From an optimization exercise on the open Yosys and OpenROAD flow, aimed at small area; shortcuts taken in it are not production practice.
The RTL was checked by simulation tests, not by an equivalence proof against the original design.
Power is estimated from default activity; no workload was simulated.

v58:
## cad_top
module cad_top #(
  parameter int IMG_SIDE = 8,
  parameter int IMG_COUNT = 2,
  parameter int KER_COUNT = 2,
  localparam int IMG_IDX_W = (IMG_COUNT > 1) ? $clog2(IMG_COUNT) : 1,
  localparam int KER_IDX_W = (KER_COUNT > 1) ? $clog2(KER_COUNT) : 1
) (
  input  logic                 clk,
  input  logic                 rst_n,
  input  logic                 i_in_valid,
  input  cad_pkg::data_t       i_matrix,
  input  logic                 i_start,
  input  logic [IMG_IDX_W-1:0] i_img_idx,
  input  logic [KER_IDX_W-1:0] i_ker_idx,
  output logic                 o_busy,
  output logic                 o_out_valid,
  output logic                 o_out_value
);
  logic [511:0] img0;
  logic [511:0] img1;
  logic [199:0] ker0;
  logic [199:0] ker1;
  logic [7:0] img0_tail;
  logic [7:0] img1_tail;
  logic [7:0] ker0_tail;
  logic [7:0] ker1_tail;
  assign img0_tail = img0[511:504];
  assign img1_tail = img1[511:504];
  assign ker0_tail = ker0[199:192];
  assign ker1_tail = ker1[199:192];
  logic       busy;
  logic       comp;      
  logic       img_sel;
  logic       ker_sel;
  logic [1:0] wseg;      
  logic [5:0] woff;      
  logic [5:0] rpos;      
  logic [4:0] kpos;      
  logic [4:0] outi;      
  logic       run;       
  logic [1:0] gap;       
  logic       cmp;
  logic       out_valid;
  logic [4:0] sc;
  logic signed [19:0] acc;
  logic signed [19:0] mx;
  logic wr;
  logic [5:0] rpos_init;
  logic [4:0] kpos_init;
  logic [4:0] kpos_goal;
  logic [6:0] sched;
  logic start_out;
  logic mac;
  logic img_step;
  logic ker_step;
  logic row_end;
  logic signed [7:0] pix;
  logic signed [7:0] kval;
  assign wr = i_in_valid && !busy;
  assign rpos_init = (wseg == {1'b0, img_sel}) ? woff : 6'd0;
  assign kpos_init = (wseg == {1'b1, ker_sel}) ? woff[4:0] : 5'd0;
  assign kpos_goal = outi[4] ? kpos_init : 5'd0;
  ...
Size: roughly 2200 cells after synthesis, ~1500 flip-flops, ~50000 um^2 of cells after synthesis.
==> flow/config.mk <==
export PLATFORM = sky130hd
export DESIGN_NAME = cad_top
export DESIGN_NICKNAME = cad_top
export VERILOG_FILES = /design/flow/design.v
export SDC_FILE = /design/flow/constraint.sdc
export NUM_CORES = 4
export LEC_CHECK = 0
export CAP_MARGIN = 20
export CORE_MARGIN = 2
export CORE_UTILIZATION = 85
export CTS_CLUSTER_DIAMETER = 60
export CTS_CLUSTER_SIZE = 30
export PLACE_DENSITY = 0.92
export SLEW_MARGIN = 20
==> flow/constraint.sdc <==
create_clock -name core_clock -period 12.0 [get_ports {clk}]
set_input_delay 2.4000 -clock core_clock [delete_from_list [all_inputs] [get_ports {clk}]]
set_output_delay 2.4000 -clock core_clock [all_outputs]
set_load 0.01 [all_outputs]
run.sh (not shown) runs the stock make flow with config.mk's settings and CLKGATE_MAP_FILE= SYNTH_SCRIPT=/design/flow/synth_recipe.tcl, a recipe that flattens the netlist after the stock synthesis.
The flow ended early for v58: it failed with a tool error in detailed placement.
Edits applied to the flow inputs when going from v58 to v32:
Settings: swapping 0.92 for 0.8 in PLACE_DENSITY; swapping 30 for 20 in CTS_CLUSTER_SIZE; swapping 85 for 70 in CORE_UTILIZATION.
Results
- Per the final summary, v32 finished and its layout is clean on timing, DRC and antenna.
- v58 did not run to completion, as it errored out during detailed placement.
- Diff v32 and v58: floorplan die width higher in v32
- Going from v58 to v32, final RePlAce weighted congestion moved down; number of placement rows moved up.
diff inputs: v32 => v44
Settings: swapping 20 for 25 in CTS_CLUSTER_SIZE; swapping 60 for 80 in CTS_CLUSTER_DIAMETER.
==> comparison <==
Comparing v44 and v32, the higher net count reported at finish was measured on v32. The run with more routed wire is v32, not v44. As far as mean number of vias per cell is concerned, v44 and v32 perform about the same.

* * *

Setup of run 1:
Another version of the RTL of cad_top (not shown whole).
Size in the first run: roughly 4100 cells after synthesis, about 1500 flip-flops, about 17 I/O pins, about 46000 µm² of cells after synthesis.
## cad_top
module cad_top #(
  parameter int IMG_SIDE = 8,
  parameter int IMG_COUNT = 2,
  parameter int KER_COUNT = 2,
  localparam int IMG_IDX_W = (IMG_COUNT > 1) ? $clog2(IMG_COUNT) : 1,
  localparam int KER_IDX_W = (KER_COUNT > 1) ? $clog2(KER_COUNT) : 1
) (
  input  logic                 clk,
  input  logic                 rst_n,
  input  logic                 i_in_valid,
  input  cad_pkg::data_t       i_matrix,
  input  logic                 i_start,
  input  logic [IMG_IDX_W-1:0] i_img_idx,
  input  logic [KER_IDX_W-1:0] i_ker_idx,
  output logic                 o_busy,
  output logic                 o_out_valid,
  output logic                 o_out_value
);
  logic [511:0] img0;
  logic [511:0] img1;
  logic [199:0] ker0;
  logic [199:0] ker1;
  logic [7:0] img0_tail;
  logic [7:0] img1_tail;
  logic [7:0] ker0_tail;
  logic [7:0] ker1_tail;
  assign img0_tail = img0[511:504];
  assign img1_tail = img1[511:504];
  assign ker0_tail = ker0[199:192];
  ...
clock: 12.0 ns
lec_check: 0
abc_area: 1
cap_margin: 0
core_margin: 2
core_utilization: 70
cts_cluster_diameter: 80
cts_cluster_size: 25
place_density: 0.8
slew_margin: 0
Relative to run 1, the following input files were edited for run 2:
Settings: CAP_MARGIN: 0 -> 20; PLACE_DENSITY: 0.8 -> 0.86; SLEW_MARGIN: 0 -> 20; CORE_UTILIZATION: 70 -> 75.
### Flow results
Between run 2 and run 1, the sequential share of layout area is higher for run 2.
Per the comparison of run 2 with run 1, relative contribution of sequential cells to total power has increased, layout sequential cell count has remained practically unchanged.
Modified inputs, run 3 compared to run 2
Settings: an added GPL_ROUTABILITY_DRIVEN of 0; an added GPL_TIMING_DRIVEN of 0; a change of PLACE_DENSITY from 0.86 to 0.8; a change of CORE_UTILIZATION from 75 to 70.
Findings:
Of run 2 and run 3, the lower clock-buffer cell count belongs to run 3. Sequential power of run 2 is on par with run 3. On run 3: met3 wire length is about 1% higher than what run 2 gave. Comparing run 2 and run 3, cell area is lower on run 2. Highest metal layer used by the detailed router = met4: run 3; highest metal layer used by the detailed router = met5: run 2. Run 3 was carried through to the last stage, and its layout satisfied the timing, DRC and antenna checks.

-- separate check: timing with driven ports --
How much do the figures lean on ideal ports? The routed layouts below were timed once more, with nothing changed but the port constraints.
Step 1, drivers: a clkbuf_16 drives clk and a buf_2 each remaining input, both assumed.
Step 2 also shifts input and output timing later by t, the mid clock arrival at the registers, as if the neighbouring blocks saw the same clock.
Slacks: no drivers / after step 1 / after step 2; pairs: no drivers / after step 1.
run	t, ns	setup WS [ns]	hold slack, ns
v32	0.713	1.906 / 1.906 / 1.906	0.400 / 0.400 / 0.400
v44	0.705	1.994 / 1.994 / 1.994	0.405 / 0.405 / 0.405
run 1	0.700	2.155 / 2.155 / 2.155	0.386 / 0.386 / 0.386
run 2	0.686	2.230 / 2.230 / 2.230	0.399 / 0.399 / 0.399
run 3	0.708	1.827 / 1.827 / 1.827	0.402 / 0.402 / 0.402
After both steps every run listed still meets setup and hold.
